What follows belongs to an exercise in optimizing a design on an open flow for small area, a short achievable clock period and few clock cycles; a production flow would make more cautious choices. Where RTL was checked, it was by simulation tests only, not by an equivalence proof against the original. Power and IR drop assume default switching activity.

Design concealment_top, start of the top module:
module concealment_top (
    input  logic                     clock,
    input  logic                     reset,
    input  logic                     start,
    input  logic [1:0]               size,
    output logic                     done,
    output logic                     pix_cyc,
    output logic                     pix_stb,
    output logic                     pix_we,
    output logic [16-1:0] pix_adr,
    output logic [8-1:0]      pix_dat_w,
    input  logic                     pix_ack,
    input  logic [8-1:0]      pix_dat_r,
    output logic                     flag_cyc,
    output logic                     flag_stb,
    output logic [8-1:0]       flag_adr,
    input  logic                     flag_ack,
    input  logic [16-1:0]       flag_dat
);
Size in the first run: ~910 cells after synthesis, about 160 flip-flops, about 69 I/O pins.
export LEC_CHECK = 0
export CAP_MARGIN = 20
export CORE_MARGIN = 2
export CORE_UTILIZATION = 40
export CTS_BUF_LIST = sky130_fd_sc_hd__clkbuf_8
export SLEW_MARGIN = 20
create_clock -name core_clock -period 9.0 [get_ports {clock}]
standard.sh (not shown) runs the stock make flow with config.mk's settings and CLKGATE_MAP_FILE= SYNTH_SCRIPT=/design/flow/synth_recipe.tcl, a recipe that flattens the netlist after the stock synthesis.
==> flow/flow/run.sh <==
#!/bin/bash
set -euo pipefail
export SETUP_SLACK_MARGIN=6.2
bash standard.sh > standard.log 2>&1
Testbench counts at the start, summed over its fixed seeds: cycles 704,808.
==> next run, changes <==
--- a/flow/design.v
+++ b/flow/design.v
@@ -119,25 +119,25 @@
     logic        fin_q;
     logic [10:0] acc;
     logic [7:0]  pcw;        
     logic        eK, nL, nR, start1;
     logic [7:0]  mask;
     logic [7:0]  avail, sel;
     logic        e_force;
     logic [9:0]  opnd;
     logic [10:0] acc_sum;
     logic        fin_now, op_now;
     logic [1:0]  wa, wb, wd, we_, wf;
     assign eK = !tp || !bp;
-    assign nL  = start1 && (rc[7:4] == 4'd0);
+    assign nL  = start1 && (rc == 8'd1);
     assign nR  = fin_now && (pcw == 8'd253);
     assign fin_e1 = (wf_q == 2'd1);
     assign fin_e2 = wf_q[1];
     assign fin_e3 = (wf_q == 2'd3);
     assign wa  = nL ? 2'd0 : ((eK && nR) ? 2'd2 : 2'd1);
     assign wb  = 2'd1 + 2'(eK || nL || nR) + 2'(eK && (nL || nR));
     assign wd  = nR ? 2'd0 : ((eK && nL) ? 2'd2 : 2'd1);
     assign we_ = nL ? 2'd0 : (2'd1 + 2'(eK || nR) + 2'(eK && nR));
     assign wf  = nR ? 2'd0 : (2'd1 + 2'(eK || nL) + 2'(eK && nL));
     assign mask    = {wd[1], wd[0], we_[1], we_[0], wb[1], wb[0], wa[1], wa[0]};
     assign e_force = proc_v && ptag_ev;
     assign avail   = pend & {cs2_ok, cs2_ok, 6'b111111};
@@ -400,25 +400,25 @@
         if (fin_now) begin
             pcw <= pcw + 8'd1;
             if (pcw == 8'd253) begin
                 cs0 <= cs1;
                 cs1 <= cs2;
             end
         end else if (op_now && ops_act) begin
             pend <= pend & ~sel;
         end else if (e_force && fin_e3) begin
             pend[4] <= 1'b1;
         end
         if (start1) begin
-            pcw <= {rc[7:4] - 4'd1, 4'hf};
+            pcw <= rc - 8'd2;
             run_first <= 1'b0;
         end
         if (start_ops) begin
             pend   <= mask;
             wf_q <= wf;
         end
         if (fin_q) begin
             wv <= acc_sum[10:3];
         end
         if (fin_q || st == S_IDLE) begin
             acc <= 11'd0;
         end else begin
Outcome: The changed run completed without violations; setup slack degrades by 6.8 ps; routed wire length rose by 4.5%; design area climbs by 2.0%; core utilization climbs by 0.63 points; non-clock buffer count climbs by 1; maximum frequency is about the same; power rises by 0.40%; sequential power stays flat.
Testbench counts after the change, summed over its fixed seeds: cycles 704,808.

concealment_top, a different RTL version from the one above (not shown whole).
Size in the first run: roughly 920 cells after synthesis, ~69 I/O pins.
export LEC_CHECK = 0
export CAP_MARGIN = 20
export CORE_MARGIN = 2
export CORE_UTILIZATION = 40
export CTS_BUF_LIST = sky130_fd_sc_hd__clkbuf_8
export SLEW_MARGIN = 20
create_clock -name core_clock -period 9.0 [get_ports {clock}]
Scripts as last shown in full above: flow/flow/run.sh
Testbench counts at the start, summed over its fixed seeds: cycles 704,808.
Then changed:
--- a/flow/design.v
+++ b/flow/design.v
@@ -95,53 +95,53 @@
     logic        tp, bp;     
     logic [15:0] segf;       
     logic        cyc_q, we_q, fcyc_q, done_q;
     logic [15:0] adr_q;
     logic        it_v;
     logic [1:0]  it_ph, it_row;
-    logic        it_pm1;     
+    logic        run_first;  
     logic [7:0]  rc;
     logic        rd_iss;     
-    logic        tag_m, tag_pm, tag_first, tag_c1;
-    logic        ptag_m, ptag_pm, ptag_first, ptag_c1;
+    logic        tag_m, tag_pm, tag_first;
+    logic        ptag_m, ptag_pm, ptag_first;
     logic        ptag_tb, ptag_ev, ptag_wv;
     logic        proc_v;
     logic [7:0]  din;
     logic [8:0]  cs0, cs1, cs2;
     logic        cs2_ok;
     logic        e_ok;       
     logic [7:0]  wv;         
     logic        wpend;      
     logic        ops_act;
     logic [7:0]  pend;       
+    logic [1:0]  wf_q;       
     logic        fin_e1, fin_e2, fin_e3;
     logic [9:0]  opnd_q;     
     logic        fin_q;
     logic [10:0] acc;
     logic [7:0]  pcw;        
-    logic        eL, eR;     
     logic        eK, nL, nR, start1;
     logic [7:0]  mask;
-    logic        mask_e1, mask_e2;
     logic [7:0]  avail, sel;
     logic        e_force;
     logic [9:0]  opnd;
     logic [10:0] acc_sum;
     logic        fin_now, op_now;
     logic [1:0]  wa, wb, wd, we_, wf;
     assign eK = !tp || !bp;
-    assign nL  = start1 ? (rc == 8'd1) : (fin_now ? 1'b0 : eL);
-    assign nR  = start1 ? 1'b0 : (fin_now ? (pcw == 8'd253) : eR);
+    assign nL  = start1 && (rc[7:4] == 4'd0);
+    assign nR  = fin_now && (pcw == 8'd253);
+    assign fin_e1 = (wf_q == 2'd1);
+    assign fin_e2 = wf_q[1];
+    assign fin_e3 = (wf_q == 2'd3);
     assign wa  = nL ? 2'd0 : ((eK && nR) ? 2'd2 : 2'd1);
     assign wb  = 2'd1 + 2'(eK || nL || nR) + 2'(eK && (nL || nR));
     assign wd  = nR ? 2'd0 : ((eK && nL) ? 2'd2 : 2'd1);
     assign we_ = nL ? 2'd0 : (2'd1 + 2'(eK || nR) + 2'(eK && nR));
     assign wf  = nR ? 2'd0 : (2'd1 + 2'(eK || nL) + 2'(eK && nL));
     assign mask    = {wd[1], wd[0], we_[1], we_[0], wb[1], wb[0], wa[1], wa[0]};
-    assign mask_e1 = (wf == 2'd1);
-    assign mask_e2 = wf[1];
     assign e_force = proc_v && ptag_ev;
     assign avail   = pend & {cs2_ok, cs2_ok, 6'b111111};
     assign fin_now = ops_act && (pend == 8'd0) && (e_ok || !(fin_e1 || fin_e2)) && !wpend
                    && !e_force;
     assign op_now  = !e_force && (avail != 8'd0);
     always_comb begin
@@ -233,13 +233,13 @@
     assign srch       = (st == S_BUS) && !it_v && !rd_iss && any_seg;
     assign init_it    = ((st == S_SCAN) && any_seg) || srch;
     assign ptag_tb   = !ptag_m;
     assign ptag_ev   = ptag_m && ptag_pm;
     assign ptag_wv   = ptag_m && !ptag_pm;
     assign ld_now    = proc_v && ptag_tb;
-    assign start1    = ld_now && ptag_first && ptag_c1;
+    assign start1    = ld_now && ptag_first && ptag_pm && run_first;
     assign start_ops = (ld_now && ptag_first && ptag_pm)
                      || (fin_now && pcw == 8'd253);
     always_ff @(posedge clock or negedge reset) begin
         if (!reset) begin
             st      <= S_IDLE;
             cyc_q   <= 1'b0;
@@ -331,19 +331,17 @@
         if (slot_free) begin
             we_q      <= wreq;
             adr_q     <= wreq ? {line, pcw} : {rd_line, rc};
             tag_m     <= (it_row == R_M);
             tag_pm    <= (it_ph == PH_M);
             tag_first <= it_first;
-            tag_c1    <= it_pm1;
         end
         din        <= pix_dat_r;
         ptag_m     <= tag_m;
         ptag_pm    <= tag_pm;
         ptag_first <= tag_first;
-        ptag_c1    <= tag_c1;
         if (st == S_IDLE && start) begin
             size_q <= size;
             line   <= 8'd0;
             tp     <= 1'b0;
             bp     <= 1'b1;
         end
@@ -356,14 +354,14 @@
         if (st == S_SCAN && !any_seg && bp) begin
             line   <= line_p1;
             tp     <= 1'b1;
             bp     <= (line_p1 != 8'd239);
         end
         if (init_it) begin
-            it_row <= first_row;
-            it_pm1 <= 1'b0;
+            it_row    <= first_row;
+            run_first <= 1'b1;
             if (first_seg != 4'd0) begin
                 it_ph <= PH_A;
                 rc    <= c0_m1;
             end else begin
                 it_ph <= PH_B;
                 rc    <= c0;
@@ -376,16 +374,14 @@
                 it_row <= first_row;
                 if (it_ph == PH_A) begin
                     it_ph <= PH_B;
                     rc    <= rc_inc;
                 end else if (it_ph == PH_B) begin
                     it_ph  <= PH_M;
-                    it_pm1 <= 1'b1;
                     rc     <= rc_inc;
                 end else if (cont && rc != 8'd255) begin
-                    it_pm1 <= 1'b0;
                     rc     <= rc_inc;
                 end else begin
                     segf <= segf & ~seg_done;
                 end
             end
         end
@@ -400,33 +396,28 @@
                 cs1 <= cs2;
             end
         end
         opnd_q <= opnd;
         if (fin_now) begin
             pcw <= pcw + 8'd1;
-            eL  <= 1'b0;
-            eR  <= (pcw == 8'd253);
             if (pcw == 8'd253) begin
                 cs0 <= cs1;
                 cs1 <= cs2;
             end
         end else if (op_now && ops_act) begin
             pend <= pend & ~sel;
         end else if (e_force && fin_e3) begin
             pend[4] <= 1'b1;
         end
         if (start1) begin
-            pcw <= rc - 8'd2;
-            eL  <= (rc == 8'd1);
-            eR  <= 1'b0;
+            pcw <= {rc[7:4] - 4'd1, 4'hf};
+            run_first <= 1'b0;
         end
         if (start_ops) begin
-            pend   <= mask;
-            fin_e1 <= mask_e1;
-            fin_e2 <= mask_e2;
-            fin_e3 <= (wf == 2'd3);
+            pend <= mask;
+            wf_q <= wf;
         end
         if (fin_q) begin
             wv <= acc_sum[10:3];
         end
         if (fin_q || st == S_IDLE) begin
             acc <= 11'd0;
Result: The new run produced a clean layout. Cell area came out lower by 2.6%. Register-to-register slack barely changes. Final cell count came out lower by 0.62%. Wire length came out lower by 2.6%. Total power came out lower by 1.9%. Hold slack loses 0.0043 ns.
Testbench counts after the change, summed over its fixed seeds: cycles 704,808.

== exp/lagoon ==
Another version of the RTL of concealment_top (not shown whole).
Size in the first run: roughly 920 cells after synthesis, roughly 170 flip-flops, roughly 8900 um2 of cells after synthesis.
make LEC_CHECK=0 ABC_CLOCK_PERIOD_IN_PS=3000 CAP_MARGIN=20 CORE_MARGIN=2 CORE_UTILIZATION=40 SETUP_SLACK_MARGIN=5 SLEW_MARGIN=20 finish   # period 9.0 ns
run.sh (not shown) runs the stock make flow with config.mk's settings and CLKGATE_MAP_FILE= SYNTH_SCRIPT=/design/flow/synth_recipe.tcl, a recipe that flattens the netlist after the stock synthesis.
Stock flow here: none of the scripts above is used.
For exp/zinc, these inputs were changed with respect to exp/lagoon:
--- a/flow/design.v
+++ b/flow/design.v
@@ -89,12 +89,13 @@
     localparam logic [1:0] R_T = 2'd0;
     localparam logic [1:0] R_B = 2'd1;
     localparam logic [1:0] R_M = 2'd2;
     logic [2:0]  st;
     logic [1:0]  size_q;
     logic [7:0]  line;
+    logic [7:0]  fadr_q;     
     logic        tp, bp;     
     logic [15:0] segf;       
     logic        cyc_q, we_q, fcyc_q, done_q;
     logic [15:0] adr_q;
     logic        it_v;
     logic [1:0]  it_ph, it_row;
@@ -335,28 +336,30 @@
         ptag_pm    <= tag_pm;
         ptag_first <= tag_first;
         ptag_last  <= tag_last;
         if (st == S_IDLE && start) begin
             size_q <= size;
             line   <= 8'd0;
+            fadr_q <= 8'd0;
             tp     <= 1'b0;
             bp     <= 1'b1;
         end
-        if (flag_ack) begin
+        if (st == S_FLAG) begin
             segf <= seg_exp;
         end
         if (st == S_SCAN) begin
             acc  <= 11'd0;
             pend <= 9'd0;
             pcw  <= c0_m1;
             eL   <= (first_seg == 4'd0);
             eR   <= 1'b0;
             if (!any_seg) begin
                 if (bp) begin
-                    line <= line_p1;
-                    tp   <= 1'b1;
+                    line   <= line_p1;
+                    fadr_q <= line_p1;
+                    tp     <= 1'b1;
                     bp   <= (line_p1 != 8'd239);
                 end
             end else begin
                 it_row <= first_row;
                 if (first_seg != 4'd0) begin
                     it_ph <= PH_A;
@@ -425,8 +428,8 @@
     assign pix_stb   = cyc_q;
     assign pix_we    = we_q;
     assign pix_adr   = adr_q;
     assign pix_dat_w = wv;
     assign flag_cyc  = fcyc_q;
     assign flag_stb  = fcyc_q;
-    assign flag_adr  = line;
+    assign flag_adr  = fadr_q;
 endmodule
Notes after the runs:
exp/zinc ends up with a synthesized net count that is 37 higher than in exp/lagoon. In exp/zinc, the number of vias in the routed layout came out about 2% above the value in exp/lagoon. exp/zinc vs. exp/lagoon: die footprint up 3.9%; non-clock inverter total of the final layout down 3; total power up 1.1%. Compared to exp/lagoon, exp/zinc has non-clock buffer total of the final layout 2 higher. Re final layout net count: exp/zinc is 41 up on exp/lagoon. Relative to exp/lagoon, area added between synthesis and finish has increased by 0.25 points in exp/zinc. On hold slack, exp/zinc and exp/lagoon are neck and neck. Relative to exp/lagoon, the wire length of exp/zinc is higher by about 2.7%. Max-slew headroom at the worst pin | exp/zinc below exp/lagoon.
Testbench counts of exp/zinc, summed over its fixed seeds: cycles 709,561.
No functional check of the RTL was part of exp/lagoon.

-- static timing again, ports no longer ideal --
Ports are ideal in the flow. The routed layouts listed here were re-timed in OpenROAD.
Step 1, drivers: a clkbuf_16 drives clock and a buf_2 each remaining input, both assumed.
Step 2 also shifts input and output timing later by t, the mid clock arrival at the registers, as if the neighbouring blocks saw the same clock.
Three values: ideal ports, drivers, drivers and shift; two values: the first two.
| run | t (ns) | slack for setup (ns) | hold slack, ns | cell pins on the clock port's net |
|---|---|---|---|---|
| the first run of note 1 | 0.499 | 6.076 / 6.035 / 5.810 | 0.342 / 0.342 / 0.342 | 1 |
| the second run of note 1 | 0.493 | 6.069 / 6.027 / 5.803 | 0.347 / 0.347 / 0.347 | 1 |
| the first run of note 2 | 0.495 | 6.148 / 6.107 / 5.765 | 0.347 / 0.347 / 0.347 | 1 |
| the second run of note 2 | 0.499 | 6.076 / 6.035 / 5.810 | 0.342 / 0.342 / 0.342 | 1 |
| exp/lagoon | 0.464 | 5.591 / 5.546 / 5.162 | 0.343 / 0.343 / 0.343 | 1 |
| exp/zinc | 0.473 | 5.683 / 5.635 / 5.411 | 0.343 / 0.343 / 0.343 | 1 |
After both steps every run listed still meets setup and hold. The setup slack of exp/lagoon, which loses most, moves by -0.045 ns with the drivers and by -0.429 ns with both steps.
